This is an optimization exercise on Yosys and OpenROAD, whose aim is small area, not a production implementation. Where RTL was checked, it was by simulation tests only, not by an equivalence proof against the original. No activity file was given, so power comes from the tool's default toggle rates.

==> inputs of build 37 <==
// password_cracker
module password_cracker (
  input  logic         clk,
  input  logic         reset_n,
  input  logic         start,
  input  logic [127:0] target_hash,
  input  logic         hash_done,
  input  logic [511:0] hashes,
  output logic [255:0] candidates,
  output logic         hash_reset,
  output logic         hash_start,
  output logic         found,
  output logic [63:0]  password,
  output logic [39:0]  elapsed,
  output logic [2:0]   state
);
  logic        hit;
  logic [1:0]  hit_lane;
  logic        in_compare, in_idle, in_found;
  logic [31:0] digits;
  logic [3:0]  d6_odd, d7_l1, d7_l2, d7_l3;
  crack_ctrl ctrl0 (
    .clk        (clk),
    .reset_n    (reset_n),
    .start      (start),
    .hash_done  (hash_done),
    .hit        (hit),
    .state      (state),
    .in_compare (in_compare),
    .in_idle    (in_idle),
    .in_found   (in_found),
    .hash_reset (hash_reset),
    .hash_start (hash_start),
    .found      (found)
  );
  candidate_gen gen0 (
    .clk        (clk),
    .reset_n    (reset_n),
    .advance    (in_compare && !hit),
    .digits     (digits),
    .d6_odd     (d6_odd),
    .d7_l1      (d7_l1),
    .d7_l2      (d7_l2),
    .d7_l3      (d7_l3),
    .candidates (candidates)
  );
  match_unit match0 (
    .hashes      (hashes),
    .target_hash (target_hash),
    .hit         (hit),
    .lane        (hit_lane)
  );
  result_buffer result0 (
    .clk         (clk),
    .reset_n     (reset_n),
    .in_idle     (in_idle),
    .in_found    (in_found),
    .take_result (in_compare && hit),
    .hit_lane    (hit_lane),
    .digits      (digits),
    .d6_odd      (d6_odd),
  ...
export LEC_CHECK = 0
export CAP_MARGIN = 0
export CORE_AREA = 10 10 280 280
export DIE_AREA = 0 0 290 290
export GPL_TIMING_DRIVEN = 0
export SLEW_MARGIN = 0
create_clock -name core_clock -period 6.0 [get_ports {clk}]
standard.sh (not shown) runs the stock make flow with config.mk's settings and CLKGATE_MAP_FILE= SYNTH_SCRIPT=/design/flow/synth_recipe.tcl, a recipe that flattens the netlist after the stock synthesis.
==> flow/flow/run.sh <==
#!/bin/bash
# The standard ORFS flow (standard.sh) with these changes to how the layout is made:
#  - synthesis maps logic with an area-oriented abc script (flow/synth.tcl, flow/abc_area.script),
#    without xor2 cells and without the half/full adder cells (both simulate slowly at gate level);
#    everything else in it is synth_recipe.tcl, so registers and their names are unchanged
#  - after floorplan, one conb_1 tie cell drives all constant outputs (flow/pair_ties.tcl)
#  - ports get the smallest buffer (buf_1)
#  - the clock tree uses mid-size clock buffers and no dummy loads
# make's output goes to standard_*.log; each tool's full log is under orfs/logs/.
set -eo pipefail
W=$PWD
export BUFFER_PORTS_ARGS="-buffer_cell sky130_fd_sc_hd__buf_1"
export CTS_ARGS="-buf_list {sky130_fd_sc_hd__clkbuf_8} -sink_clustering_enable -sink_clustering_size 20 -sink_clustering_max_diameter 100 -dont_use_dummy_load"
export REMOVE_ABC_BUFFERS=1
export FLOW_ABC_SCRIPT=$W/flow/abc_area.script
sed "s#SYNTH_SCRIPT=[^ ]*#SYNTH_SCRIPT=$W/flow/synth.tcl#" standard.sh > own_standard.sh
R=$W/orfs/results/$FLOW_PLATFORM/password_cracker/base
FLOW_ABC_DONT_USE="sky130_fd_sc_hd__xor2_1 sky130_fd_sc_hd__xor2_2 sky130_fd_sc_hd__xor2_4" ADDER_MAP_FILE= \
  bash own_standard.sh $R/2_1_floorplan.odb > standard_floorplan.log 2>&1
TIE_GROUP=80 TIE_ODB=$R/2_1_floorplan.odb openroad -no_init -exit flow/pair_ties.tcl > pair_ties.log 2>&1
bash own_standard.sh > standard.log 2>&1
==> flow/flow/abc_area.script <==
&get -n
&st
&dc2
&dc2
&dch -f
&nf -R 20
&put
Other scripts of this flow, unchanged in this note and not shown: flow/flow/pair_ties.tcl, flow/flow/synth.tcl
==> build 38: changes against build 37 <==
--- a/flow/flow/run.sh
+++ b/flow/flow/run.sh
@@ -12,3 +12,3 @@
 export BUFFER_PORTS_ARGS="-buffer_cell sky130_fd_sc_hd__buf_1"
-export CTS_ARGS="-buf_list {sky130_fd_sc_hd__clkbuf_8} -sink_clustering_enable -sink_clustering_size 20 -sink_clustering_max_diameter 100 -dont_use_dummy_load"
+export CTS_ARGS="-buf_list {sky130_fd_sc_hd__clkbuf_4} -root_buf sky130_fd_sc_hd__clkbuf_8 -sink_clustering_enable -sink_clustering_size 12 -sink_clustering_max_diameter 50 -dont_use_dummy_load"
 export REMOVE_ABC_BUFFERS=1
==> flow/flow/abc_area.script (replaced) <==
&get -n
&st
&dc2
&dc2
&dch -f
&nf -R 1000
&put
--- a/flow/config.mk
+++ b/flow/config.mk
@@ -7,6 +7,6 @@
 export LEC_CHECK = 0
-export CAP_MARGIN = 0
-export CORE_AREA = 10 10 280 280
-export DIE_AREA = 0 0 290 290
+export CAP_MARGIN = 20
+export CORE_AREA = 10 10 290 290
+export DIE_AREA = 0 0 300 300
 export GPL_TIMING_DRIVEN = 0
-export SLEW_MARGIN = 0
+export SLEW_MARGIN = 20
==> build 18: changes against build 37 <==
--- a/flow/flow/run.sh
+++ b/flow/flow/run.sh
@@ -12,3 +12,3 @@
 export BUFFER_PORTS_ARGS="-buffer_cell sky130_fd_sc_hd__buf_1"
-export CTS_ARGS="-buf_list {sky130_fd_sc_hd__clkbuf_8} -sink_clustering_enable -sink_clustering_size 20 -sink_clustering_max_diameter 100 -dont_use_dummy_load"
+export CTS_ARGS="-buf_list {sky130_fd_sc_hd__clkbuf_4 sky130_fd_sc_hd__clkbuf_8} -sink_clustering_enable -sink_clustering_size 10 -sink_clustering_max_diameter 60 -dont_use_dummy_load"
 export REMOVE_ABC_BUFFERS=1
==> flow/flow/abc_area.script (replaced) <==
&get -n
&st
&dc2
&dc2
&dch -f
&nf -R 1000
&put
--- a/flow/config.mk
+++ b/flow/config.mk
@@ -7,3 +7,3 @@
 export LEC_CHECK = 0
-export CAP_MARGIN = 0
+export CAP_MARGIN = 20
 export CORE_AREA = 10 10 280 280
@@ -11,2 +11,2 @@
 export GPL_TIMING_DRIVEN = 0
-export SLEW_MARGIN = 0
+export SLEW_MARGIN = 20
==> results.txt <==
| item | build 37 | build 38 | build 18 |
|---|---|---|---|
| Outcome | no timing/DRC/antenna violations | no timing/DRC/antenna violations | no timing/DRC/antenna violations |
| Met1 usage in global routing | 0.226 | 0.219 | 0.223 |
| Tapcell count | 950 | 1040 | 950 |
| Clock slew at reported path FFs | 80 ps | 70 ps | 100 ps |
| Height of the die | 290 µm | 300 µm | 290 µm |
| # placed instances | 2878 | 2972 | 2880 |
| Proportion of cell area occupied by multi-input gates | 0.536 | 0.530 | 0.534 |
| Vias post-DR | 12400 | 12500 | 12600 |
| Area fraction in and, or, nand and nor cells after synthesis | 0.175 | 0.176 | 0.176 |
| Count of non-filler cells in the finished layout | 2900 | 2993 | 2906 |
| Instance area after placement | 13200 µm² | 13400 µm² | 13300 µm² |
| Initial cell density of the core | 0.151 | 0.139 | 0.150 |
| RSZ-0062 raised after global routing | no | - | no |
| Final period demand of the worst path | 5600 ps | 5660 ps | 5610 ps |
| Final antenna diode count | 13 | 12 | 17 |
| Met1 wire length | 33800 µm | 35500 µm | 33500 µm |

* * *

==> v4 <==
==> flow/design.v <==
package cracker_pkg;
  localparam int NUM_LANES   = 4;
  localparam int PW_DIGITS   = 8;
  localparam int TIME_DIGITS = 10;
  localparam int HASH_BITS   = 128;
  localparam logic [2:0] S_IDLE       = 3'd0;
  localparam logic [2:0] S_HASH_RESET = 3'd1;
  localparam logic [2:0] S_LOAD       = 3'd2;
  localparam logic [2:0] S_HASH_WAIT  = 3'd3;
  localparam logic [2:0] S_COMPARE    = 3'd4;
  localparam logic [2:0] S_FOUND      = 3'd5;
  function automatic logic [3:0] bcd_toggle(input logic [3:0] d, input logic en);
    bcd_toggle[0] = en;
    bcd_toggle[1] = en & d[0] & ~d[3];
    bcd_toggle[2] = en & d[0] & d[1];
    bcd_toggle[3] = en & d[0] & (d[3] | (d[2] & d[1]));
  endfunction
  function automatic logic [3:0] bcd_add5(input logic [3:0] d);
    bcd_add5[0] = (~d[0]);
    bcd_add5[1] = (~d[0] & d[3]) | (d[0] & d[1] & d[2]) | (~d[0] & d[1] & ~d[2]) | (d[0] & ~d[1] & ~d[2] & ~d[3]);
    bcd_add5[2] = (~d[1] & ~d[2] & ~d[3]) | (d[0] & d[3]) | (~d[0] & ~d[2] & ~d[3]);
    bcd_add5[3] = (d[0] & d[1] & ~d[2]) | (~d[0] & ~d[1] & d[2]);
  endfunction
  function automatic logic [3:0] bcd_add2c(input logic [3:0] d, input logic c);
    bcd_add2c[0] = (~d[0] & c) | (d[0] & ~c);
    bcd_add2c[1] = (~d[0] & ~d[1] & ~d[3]) | (~d[1] & ~d[3] & ~c) | (d[0] & d[3] & c) | (d[0] & d[1] & ~d[2] & c);
    bcd_add2c[2] = (d[1] & ~d[2]) | (~d[0] & ~d[1] & d[2]) | (~d[1] & d[2] & ~c) | (d[0] & ~d[2] & ~d[3] & c);
    bcd_add2c[3] = (~d[0] & d[1] & d[2]) | (d[1] & d[2] & ~c) | (d[0] & ~d[1] & d[2] & c);
  endfunction
  function automatic logic [3:0] bcd_add7c(input logic [3:0] d, input logic c);
    bcd_add7c[0] = (~d[0] & ~c) | (d[0] & c);
    bcd_add7c[1] = (d[3] & c) | (d[0] & ~d[1] & d[2]) | (d[0] & d[3]) | (~d[1] & d[2] & c) | (~d[0] & d[1] & d[2] & ~c) | (~d[0] & ~d[1] & ~d[2] & ~d[3] & ~c);
    bcd_add7c[2] = (d[3]) | (d[1] & d[2] & c) | (d[0] & d[1] & d[2]) | (~d[0] & ~d[1] & ~d[2] & ~c);
    bcd_add7c[3] = (d[0] & ~d[1] & ~d[2] & ~d[3]) | (~d[0] & d[1] & ~d[2] & ~c) | (~d[1] & ~d[2] & ~d[3] & c);
  endfunction
  function automatic logic bcd_is9(input logic [3:0] d);
    bcd_is9 = d[0] & d[3];
  endfunction
endpackage
`timescale 1ns/1ps
module crack_ctrl (
  input  logic       clk,
  input  logic       reset_n,
  input  logic       start,
  input  logic       hash_done,
  input  logic       hit,
  output logic [2:0] state,
  output logic       in_compare,
  output logic       in_idle,
  output logic       in_found,
  output logic       hash_reset,
  output logic       hash_start,
  output logic       found
);
  logic       hr;
  logic [2:0] abc;
  logic       st_idle, st_load, st_wait, st_cmp, st_found;
  logic       step, enter_hr, leave_hr, to_idle;
  assign st_idle  = !hr && !abc[2] && !abc[1];
  assign st_load  = !hr &&  abc[1] && !abc[0];
  assign st_wait  = !hr &&  abc[1] &&  abc[0];
  assign st_cmp   = !hr &&  abc[2] && !abc[0];
  assign st_found = !hr &&  abc[2] &&  abc[0];
  assign leave_hr = hr && (abc == 3'd1);
  assign enter_hr = (st_idle && start) || (st_cmp && !hit);
  assign step     = hr || st_load || (st_wait && hash_done) || (st_cmp && hit);
  assign to_idle  = st_found && start;
  always_ff @(posedge clk) begin
    if (!reset_n) begin
      hr  <= 1'b0;
      abc <= 3'd0;
    end else begin
      hr <= enter_hr || (hr && !leave_hr);
      if (step)          abc <= abc + 3'd1;
      else if (enter_hr) abc <= 3'd2;
      else if (to_idle)  abc <= 3'd0;
    end
  end
  assign state      = {!hr && abc[2], !hr && abc[1], hr || abc[0]};
  assign in_idle    = st_idle;
  assign in_compare = st_cmp;
  assign in_found   = st_found;
  assign hash_reset = hr;
  assign hash_start = st_load;
  assign found      = st_found;
endmodule
`timescale 1ns/1ps
module candidate_gen (
  input  logic         clk,
  input  logic         reset_n,
  input  logic         advance,
  output logic [31:0]  digits,      
  output logic [3:0]   d6_odd,      
  output logic [3:0]   d7_l1,
  output logic [3:0]   d7_l2,
  output logic [3:0]   d7_l3,
  output logic [255:0] candidates
);
  logic [7:0] nines;
  always_ff @(posedge clk) begin
    for (int d = 0; d < 8; d++) begin
      if (!reset_n) digits[4*d +: 4] <= 4'd0;
      else          digits[4*d +: 4] <= digits[4*d +: 4] ^ cracker_pkg::bcd_toggle(digits[4*d +: 4], advance & nines[d]);
    end
  end
  always_comb begin
    nines[0] = 1'b1;
    for (int d = 0; d < 7; d++) begin
      nines[d+1] = nines[d] & cracker_pkg::bcd_is9(digits[4*d +: 4]);
    end
  end
  logic c6_hi;
  assign c6_hi  = digits[27] | (digits[26] & (digits[25] | digits[24]));    
  assign d6_odd = cracker_pkg::bcd_add5(digits[27:24]);
  assign d7_l1  = cracker_pkg::bcd_add2c(digits[31:28], c6_hi);
  assign d7_l2  = cracker_pkg::bcd_add5(digits[31:28]);
  assign d7_l3  = cracker_pkg::bcd_add7c(digits[31:28], c6_hi);
  logic [31:0] lane1_bcd, lane2_bcd, lane3_bcd;
  assign lane1_bcd = {d7_l1, d6_odd,        digits[23:0]};
  assign lane2_bcd = {d7_l2, digits[27:24], digits[23:0]};
  assign lane3_bcd = {d7_l3, d6_odd,        digits[23:0]};
  always_comb begin
    for (int d = 0; d < 8; d++) begin
      candidates[      8*d +: 8] = {4'h3, digits[4*d +: 4]};
      candidates[ 64 + 8*d +: 8] = {4'h3, lane1_bcd[4*d +: 4]};
      candidates[128 + 8*d +: 8] = {4'h3, lane2_bcd[4*d +: 4]};
      candidates[192 + 8*d +: 8] = {4'h3, lane3_bcd[4*d +: 4]};
    end
  end
endmodule
`timescale 1ns/1ps
module match_unit (
  input  logic [511:0] hashes,
  input  logic [127:0] target_hash,
  output logic         hit,
  output logic [1:0]   lane      
);
  logic [3:0] eq;
  always_comb begin
    for (int l = 0; l < 4; l++) begin
      eq[l] = (hashes[128*l +: 128] == target_hash);
    end
  end
  assign hit     = |eq;
  assign lane[0] = !eq[0] && (eq[1] || !eq[2]);
  assign lane[1] = !eq[0] && !eq[1];
endmodule
`timescale 1ns/1ps
module result_buffer (
  input  logic        clk,
  input  logic        reset_n,
  input  logic        in_idle,
  input  logic        in_found,
  input  logic        take_result,
  input  logic [1:0]  hit_lane,
  input  logic [31:0] digits,
  input  logic [3:0]  d6_odd,
  input  logic [3:0]  d7_l1,
  input  logic [3:0]  d7_l2,
  input  logic [3:0]  d7_l3,
  output logic [39:0] elapsed,
  output logic [63:0] password
);
  logic [9:0] nines;
  always_comb begin
    nines[0] = 1'b1;
    for (int d = 0; d < 9; d++) begin
      nines[d+1] = nines[d] & cracker_pkg::bcd_is9(elapsed[4*d +: 4]);
    end
  end
  always_ff @(posedge clk) begin
    for (int d = 0; d < 10; d++) begin
      if (!reset_n || in_idle) elapsed[4*d +: 4] <= 4'd0;
      else                     elapsed[4*d +: 4] <= elapsed[4*d +: 4] ^ cracker_pkg::bcd_toggle(elapsed[4*d +: 4], !in_found & nines[d]);
    end
  end
  logic [1:0] lane_q;
  always_ff @(posedge clk) begin
    if (take_result) lane_q <= hit_lane;
  end
  logic [3:0] p7, p6;
  always_comb begin
    case (lane_q)
      2'd0: begin p7 = digits[31:28]; p6 = digits[27:24]; end
      2'd1: begin p7 = d7_l1;         p6 = d6_odd;        end
      2'd2: begin p7 = d7_l2;         p6 = digits[27:24]; end
      default: begin p7 = d7_l3;      p6 = d6_odd;        end
    endcase
  end
  logic [31:0] pw_bcd;
  assign pw_bcd = {p7, p6, digits[23:0]};
  always_comb begin
    for (int d = 0; d < 8; d++) begin
      password[8*d +: 8] = {4'h3, pw_bcd[4*d +: 4]};
    end
  end
endmodule
`timescale 1ns/1ps
module password_cracker (
  input  logic         clk,
  input  logic         reset_n,
  input  logic         start,
  input  logic [127:0] target_hash,
  input  logic         hash_done,
  input  logic [511:0] hashes,
  output logic [255:0] candidates,
  output logic         hash_reset,
  output logic         hash_start,
  output logic         found,
  output logic [63:0]  password,
  output logic [39:0]  elapsed,
  output logic [2:0]   state
);
  logic        hit;
  logic [1:0]  hit_lane;
  logic        in_compare, in_idle, in_found;
  logic [31:0] digits;
  logic [3:0]  d6_odd, d7_l1, d7_l2, d7_l3;
  crack_ctrl ctrl0 (
    .clk        (clk),
    .reset_n    (reset_n),
    .start      (start),
    .hash_done  (hash_done),
    .hit        (hit),
    .state      (state),
    .in_compare (in_compare),
    .in_idle    (in_idle),
    .in_found   (in_found),
    .hash_reset (hash_reset),
    .hash_start (hash_start),
    .found      (found)
  );
  candidate_gen gen0 (
    .clk        (clk),
    .reset_n    (reset_n),
    .advance    (in_compare && !hit),
    .digits     (digits),
    .d6_odd     (d6_odd),
    .d7_l1      (d7_l1),
    .d7_l2      (d7_l2),
    .d7_l3      (d7_l3),
    .candidates (candidates)
  );
  match_unit match0 (
    .hashes      (hashes),
    .target_hash (target_hash),
    .hit         (hit),
    .lane        (hit_lane)
  );
  result_buffer result0 (
    .clk         (clk),
    .reset_n     (reset_n),
    .in_idle     (in_idle),
    .in_found    (in_found),
    .take_result (in_compare && hit),
    .hit_lane    (hit_lane),
    .digits      (digits),
    .d6_odd      (d6_odd),
    .d7_l1       (d7_l1),
    .d7_l2       (d7_l2),
    .d7_l3       (d7_l3),
    .elapsed     (elapsed),
    .password    (password)
  );
endmodule
==> flow/flow/run.sh <==
#!/bin/bash
# The standard ORFS flow (standard.sh) with these changes to how the layout is made:
#  - synthesis maps logic with an area-oriented abc script (flow/synth.tcl, flow/abc_area.script);
#    everything else in it is synth_recipe.tcl, so registers and their names are unchanged
#  - after floorplan, each conb_1 tie cell drives one tie-low and one tie-high net (flow/pair_ties.tcl)
#  - ports get the smallest buffer (buf_1)
#  - the clock tree uses mid-size clock buffers and no dummy loads
# make's output goes to standard_*.log; each tool's full log is under orfs/logs/.
set -eo pipefail
W=$PWD
export BUFFER_PORTS_ARGS="-buffer_cell sky130_fd_sc_hd__buf_1"
export CTS_ARGS="-buf_list {sky130_fd_sc_hd__clkbuf_4 sky130_fd_sc_hd__clkbuf_8} -sink_clustering_enable -sink_clustering_size 10 -sink_clustering_max_diameter 60 -dont_use_dummy_load"
export FLOW_ABC_SCRIPT=$W/flow/abc_area.script
sed "s#SYNTH_SCRIPT=[^ ]*#SYNTH_SCRIPT=$W/flow/synth.tcl#" standard.sh > own_standard.sh
R=$W/orfs/results/$FLOW_PLATFORM/password_cracker/base
bash own_standard.sh $R/2_1_floorplan.odb > standard_floorplan.log 2>&1
TIE_ODB=$R/2_1_floorplan.odb openroad -no_init -exit flow/pair_ties.tcl > pair_ties.log 2>&1
bash own_standard.sh > standard.log 2>&1
==> flow/flow/abc_area.script <==
&get -n
&st
&syn2
&dch -f
&nf -R 1000
&put
==> flow/flow/pair_ties.tcl <==
# After floorplan: repair_tie_fanout gave every constant load its own conb_1,
# using only one of its two outputs. Let one conb_1 drive one tie-low net from
# LO and one tie-high net from HI, and delete the conb_1 left without a load.
read_db $::env(TIE_ODB)
set block [ord::get_db_block]
set lo {}
set hi {}
foreach inst [$block getInsts] {
  if { [[$inst getMaster] getName] ne "sky130_fd_sc_hd__conb_1" } { continue }
  set lo_net [[$inst findITerm LO] getNet]
  set hi_net [[$inst findITerm HI] getNet]
  if { $lo_net ne "NULL" && $hi_net eq "NULL" } { lappend lo [list [$lo_net getName] $inst] }
  if { $hi_net ne "NULL" && $lo_net eq "NULL" } { lappend hi [list [$hi_net getName] $inst] }
}
set lo [lsort -dictionary -index 0 $lo]
set hi [lsort -dictionary -index 0 $hi]
set n [expr {min([llength $lo], [llength $hi])}]
puts "pair_ties: [llength $lo] tie-low, [llength $hi] tie-high, pairing $n"
for {set i 0} {$i < $n} {incr i} {
  set keep [lindex $lo $i 1]
  set drop [lindex $hi $i 1]
  set it [$drop findITerm HI]
  set net [$it getNet]
  $it disconnect
  [$keep findITerm HI] connect $net
  odb::dbInst_destroy $drop
}
write_db $::env(TIE_ODB)
==> flow/flow/synth.tcl <==
# The standard flow's synthesis script (synth_recipe.tcl) with one change: the final abc
# mapping uses flow/abc_area.script, an area-oriented script, instead of the
# platform's speed script. Registers are untouched (abc runs without -dff).
proc synth {args} { yosys synth -nofsm -noshare {*}$args }
proc abc {args} {
  set i [lsearch -exact $args -script]
  if { $i >= 0 } { lset args [expr {$i + 1}] $::env(FLOW_ABC_SCRIPT) }
  yosys abc {*}$args
}
source $::env(SCRIPTS_DIR)/synth.tcl
# left out here: clear keep_hierarchy, flatten, clean up, hide names made inside functions, write 1_2_yosys.v
==> flow/standard.sh <==
#!/bin/bash
# synth_recipe.tcl (not shown) runs the flow's synth.tcl, then flattens the netlist and writes it again
# the make line also repeats each setting of config.mk as NAME=value (left out here)
make -C /OpenROAD-flow-scripts/flow DESIGN_CONFIG=/design/flow/config.mk WORK_HOME=/design/flow/orfs CLKGATE_MAP_FILE= SYNTH_SCRIPT=/design/flow/synth_recipe.tcl "${@:-finish}"
==> flow/config.mk <==
export PLATFORM = sky130hd
export DESIGN_NAME = password_cracker
export DESIGN_NICKNAME = password_cracker
export VERILOG_FILES = /design/flow/design.v
export SDC_FILE = /design/flow/constraint.sdc
export NUM_CORES = 4
export LEC_CHECK = 0
export CAP_MARGIN = 20
export CORE_AREA = 10 10 290 290
export DIE_AREA = 0 0 300 300
export SLEW_MARGIN = 20
==> flow/constraint.sdc <==
create_clock -name core_clock -period 6.0 [get_ports {clk}]
set_input_delay 1.2000 -clock core_clock [delete_from_list [all_inputs] [get_ports {clk}]]
set_output_delay 1.2000 -clock core_clock [all_outputs]
set_load 0.01 [all_outputs]
==> v16: changes against v4 <==
==> flow/design.v, changed modules only <==
module crack_ctrl (
  input  logic       clk,
  input  logic       reset_n,
  input  logic       start,
  input  logic       hash_done,
  input  logic       hit,
  input  logic [1:0] hit_lane,
  output logic [2:0] state,
  output logic [1:0] found_lane,
  output logic       in_compare,
  output logic       in_idle,
  output logic       in_found,
  output logic       hash_reset,
  output logic       hash_start,
  output logic       found
);
  logic       hr;
  logic [2:0] abc;
  logic       st_idle, st_load, st_wait, st_cmp, st_found;
  logic       step, leave_hr;
  assign st_idle  = !hr && !abc[2] && !abc[1] && !abc[0];
  assign st_load  = !hr && !abc[2] && !abc[1] &&  abc[0];
  assign st_wait  = !hr && !abc[2] &&  abc[1] && !abc[0];
  assign st_cmp   = !hr && !abc[2] &&  abc[1] &&  abc[0];
  assign st_found = !hr &&  abc[2];
  assign leave_hr = hr && (abc == 3'd0);
  assign step     = hr || st_load || (st_wait && hash_done);
  always_ff @(posedge clk) begin
    if (!reset_n) begin
      hr  <= 1'b0;
      abc <= 3'd0;
    end else begin
      hr <= (st_idle && start) || (st_cmp && !hit) || (hr && !leave_hr);
      if (step)                     abc <= abc + 3'd1;
      else if (st_idle && start)    abc <= 3'd1;
      else if (st_cmp && !hit)      abc <= 3'd1;
      else if (st_cmp)              abc <= {1'b1, hit_lane};
      else if (st_found && start)   abc <= 3'd0;
    end
  end
  assign state      = {!hr && (abc[2] || (abc[1] && abc[0])),
                       !hr && !abc[2] && (abc[1] != abc[0]),
                       hr || abc[2] || (abc[1] && !abc[0])};
  assign found_lane = abc[1:0];
  assign in_idle    = st_idle;
  assign in_compare = st_cmp;
  assign in_found   = st_found;
  assign hash_reset = hr;
  assign hash_start = st_load;
  assign found      = st_found;
endmodule
module result_buffer (
  input  logic        clk,
  input  logic        reset_n,
  input  logic        in_idle,
  input  logic        in_found,
  input  logic [1:0]  found_lane,
  input  logic [31:0] digits,
  input  logic [3:0]  d6_odd,
  input  logic [3:0]  d7_l1,
  input  logic [3:0]  d7_l2,
  input  logic [3:0]  d7_l3,
  output logic [39:0] elapsed,
  output logic [63:0] password
);
  logic [9:0] nines;
  always_comb begin
    nines[0] = 1'b1;
    for (int d = 0; d < 9; d++) begin
      nines[d+1] = nines[d] & cracker_pkg::bcd_is9(elapsed[4*d +: 4]);
    end
  end
  always_ff @(posedge clk) begin
    for (int d = 0; d < 10; d++) begin
      if (!reset_n || in_idle) elapsed[4*d +: 4] <= 4'd0;
      else                     elapsed[4*d +: 4] <= elapsed[4*d +: 4] ^ cracker_pkg::bcd_toggle(elapsed[4*d +: 4], !in_found & nines[d]);
    end
  end
  logic [3:0] p7, p6;
  always_comb begin
    case (found_lane)
      2'd0: begin p7 = digits[31:28]; p6 = digits[27:24]; end
      2'd1: begin p7 = d7_l1;         p6 = d6_odd;        end
      2'd2: begin p7 = d7_l2;         p6 = digits[27:24]; end
      default: begin p7 = d7_l3;      p6 = d6_odd;        end
    endcase
  end
  logic [31:0] pw_bcd;
  assign pw_bcd = {p7, p6, digits[23:0]};
  always_comb begin
    for (int d = 0; d < 8; d++) begin
      password[8*d +: 8] = {4'h3, pw_bcd[4*d +: 4]};
    end
  end
endmodule
module password_cracker (
  input  logic         clk,
  input  logic         reset_n,
  input  logic         start,
  input  logic [127:0] target_hash,
  input  logic         hash_done,
  input  logic [511:0] hashes,
  output logic [255:0] candidates,
  output logic         hash_reset,
  output logic         hash_start,
  output logic         found,
  output logic [63:0]  password,
  output logic [39:0]  elapsed,
  output logic [2:0]   state
);
  logic        hit;
  logic [1:0]  hit_lane, found_lane;
  logic        in_compare, in_idle, in_found;
  logic [31:0] digits;
  logic [3:0]  d6_odd, d7_l1, d7_l2, d7_l3;
  crack_ctrl ctrl0 (
    .clk        (clk),
    .reset_n    (reset_n),
    .start      (start),
    .hash_done  (hash_done),
    .hit        (hit),
    .hit_lane   (hit_lane),
    .state      (state),
    .found_lane (found_lane),
    .in_compare (in_compare),
    .in_idle    (in_idle),
    .in_found   (in_found),
    .hash_reset (hash_reset),
    .hash_start (hash_start),
    .found      (found)
  );
  candidate_gen gen0 (
    .clk        (clk),
    .reset_n    (reset_n),
    .advance    (in_compare && !hit),
    .digits     (digits),
    .d6_odd     (d6_odd),
    .d7_l1      (d7_l1),
    .d7_l2      (d7_l2),
    .d7_l3      (d7_l3),
    .candidates (candidates)
  );
  match_unit match0 (
    .hashes      (hashes),
    .target_hash (target_hash),
    .hit         (hit),
    .lane        (hit_lane)
  );
  result_buffer result0 (
    .clk         (clk),
    .reset_n     (reset_n),
    .in_idle     (in_idle),
    .in_found    (in_found),
    .found_lane  (found_lane),
    .digits      (digits),
    .d6_odd      (d6_odd),
    .d7_l1       (d7_l1),
    .d7_l2       (d7_l2),
    .d7_l3       (d7_l3),
    .elapsed     (elapsed),
    .password    (password)
  );
endmodule
==> flow/flow/run.sh (replaced) <==
#!/bin/bash
# The standard ORFS flow (standard.sh) with these changes to how the layout is made:
#  - synthesis maps logic with an area-oriented abc script (flow/synth.tcl, flow/abc_area.script),
#    without xor2 cells and without the half/full adder cells (both simulate slowly at gate level);
#    everything else in it is synth_recipe.tcl, so registers and their names are unchanged
#  - after floorplan, one conb_1 tie cell drives all constant outputs (flow/pair_ties.tcl)
#  - ports get the smallest buffer (buf_1)
#  - the clock tree uses mid-size clock buffers and no dummy loads
# make's output goes to standard_*.log; each tool's full log is under orfs/logs/.
set -eo pipefail
W=$PWD
export BUFFER_PORTS_ARGS="-buffer_cell sky130_fd_sc_hd__buf_1"
export CTS_ARGS="-buf_list {sky130_fd_sc_hd__clkbuf_4 sky130_fd_sc_hd__clkbuf_8} -sink_clustering_enable -sink_clustering_size 10 -sink_clustering_max_diameter 60 -dont_use_dummy_load"
export REMOVE_ABC_BUFFERS=1
export FLOW_ABC_SCRIPT=$W/flow/abc_area.script
sed "s#SYNTH_SCRIPT=[^ ]*#SYNTH_SCRIPT=$W/flow/synth.tcl#" standard.sh > own_standard.sh
R=$W/orfs/results/$FLOW_PLATFORM/password_cracker/base
FLOW_ABC_DONT_USE="sky130_fd_sc_hd__xor2_1 sky130_fd_sc_hd__xor2_2 sky130_fd_sc_hd__xor2_4" ADDER_MAP_FILE= \
  bash own_standard.sh $R/2_1_floorplan.odb > standard_floorplan.log 2>&1
TIE_GROUP=80 TIE_ODB=$R/2_1_floorplan.odb openroad -no_init -exit flow/pair_ties.tcl > pair_ties.log 2>&1
bash own_standard.sh > standard.log 2>&1
==> flow/flow/abc_area.script (replaced) <==
&get -n
&st
&dc2
&dc2
&dch -f
&nf -R 20
&put
==> flow/flow/pair_ties.tcl (replaced) <==
# After floorplan: repair_tie_fanout gave every constant load its own conb_1,
# using only one of its two outputs. The constants here drive only output
# ports, so let one conb_1 drive up to TIE_GROUP tie-low nets from LO and up to
# TIE_GROUP tie-high nets from HI (each group merged into one net), and delete
# the conb_1 cells left without a load.
read_db $::env(TIE_ODB)
set group $::env(TIE_GROUP)
set block [ord::get_db_block]
set lo {}
set hi {}
foreach inst [$block getInsts] {
  if { [[$inst getMaster] getName] ne "sky130_fd_sc_hd__conb_1" } { continue }
  set lo_net [[$inst findITerm LO] getNet]
  set hi_net [[$inst findITerm HI] getNet]
  if { $lo_net ne "NULL" && $hi_net eq "NULL" } { lappend lo [list [$lo_net getName] $inst] }
  if { $hi_net ne "NULL" && $lo_net eq "NULL" } { lappend hi [list [$hi_net getName] $inst] }
}
set lo [lsort -dictionary -index 0 $lo]
set hi [lsort -dictionary -index 0 $hi]
puts "pair_ties: [llength $lo] tie-low, [llength $hi] tie-high, groups of $group"

# Move every load of net src onto net dst, then destroy src
proc merge_net { src dst } {
  foreach it [$src getITerms] { $it disconnect; $it connect $dst }
  foreach bt [$src getBTerms] { $bt disconnect; $bt connect $dst }
  odb::dbNet_destroy $src
}

set n [expr {max([llength $lo], [llength $hi])}]
set removed 0
for {set g 0} {$g < $n} {incr g $group} {
  set keep ""
  foreach {list pin} [list $lo LO $hi HI] {
    set dst ""
    foreach item [lrange $list $g [expr {$g + $group - 1}]] {
      set inst [lindex $item 1]
      set it [$inst findITerm $pin]
      set net [$it getNet]
      if { $keep eq "" } { set keep $inst }
      if { $dst eq "" } {
        if { $inst ne $keep } { $it disconnect; [$keep findITerm $pin] connect $net }
        set dst $net
      } else {
        $it disconnect
        merge_net $net $dst
      }
      if { $inst ne $keep } { odb::dbInst_destroy $inst; incr removed }
    }
  }
}
puts "pair_ties: removed $removed conb_1"
write_db $::env(TIE_ODB)
--- a/flow/flow/synth.tcl
+++ b/flow/flow/synth.tcl
@@ -2,3 +2,5 @@
 # mapping uses flow/abc_area.script, an area-oriented script, instead of the
-# platform's speed script. Registers are untouched (abc runs without -dff).
+# platform's speed script, and leaves out the cells named in FLOW_ABC_DONT_USE
+# (xor2: its liberty function simulates slowly at gate level; xnor2 is used
+# instead, at the same area). Registers are untouched (abc runs without -dff).
 proc synth {args} { yosys synth -nofsm -noshare {*}$args }
@@ -7,2 +9,5 @@
   if { $i >= 0 } { lset args [expr {$i + 1}] $::env(FLOW_ABC_SCRIPT) }
+  foreach c [regexp -all -inline {\S+} [env_var_or_empty FLOW_ABC_DONT_USE]] {
+    lappend args -dont_use $c
+  }
   yosys abc {*}$args
Settings changed: CAP_MARGIN 20 to 0, CORE_AREA 10 10 290 290 to 10 10 280 280, DIE_AREA 0 0 300 300 to 0 0 290 290, GPL_TIMING_DRIVEN set to 0, SLEW_MARGIN 20 to 0.
==> summary of the runs <==
Between v16 and v4, the lower routed wire length is in v4 (gap about 18%, measured against v4).
Between v16 and v4, the lower via count is in v4 (gap 6.2%, measured against v4).
Against v4, the global-route usage of v16 is higher by 5.4 points.
Combinational power: v16 is larger than v4 (25%).
Against v16, the power of v4 is smaller by about 11%.
Of v16 and v4, v4 has the higher sequential cell count (gap 2).
For v16, only the layout was checked, not whether the RTL still works.

afterwards: timing with drivers on the ports:
In the flow no input, the clock included, has a driving cell. The finished layouts below were timed again as built, in two steps. Step 1: set_driving_cell puts a clkbuf_16 on clk and a buf_2 on each other input, an assumption about the parent block. Step 2 also shifts input and output timing later by t, the mid clock arrival at the registers, as if the neighbouring blocks saw the same clock. Three values: ideal, step 1, step 2; two values: the first two.
run | shift t [ns] | slack for setup (ns) | worst setup path at the end | cell pins on the clock port's net
build 37 | 0.398 | 0.402 / 0.219 / -0.179 | input to register | 1
build 38 | 0.405 | 0.340 / 0.250 / -0.155 | input to register | 1
build 18 | 0.396 | 0.393 / 0.286 / -0.111 | input to register | 1
v4 | 0.396 | 0.646 / 0.638 / 0.241 | input to register | 1
v16 | 0.377 | 0.194 / 0.192 / -0.185 | input to register | 1
With both steps, setup timing fails in build 37, build 38, build 18 and v16, where it was met with ideal ports. The setup slack of build 37, which loses most, moves by -0.183 ns with the drivers and by -0.581 ns with both steps.
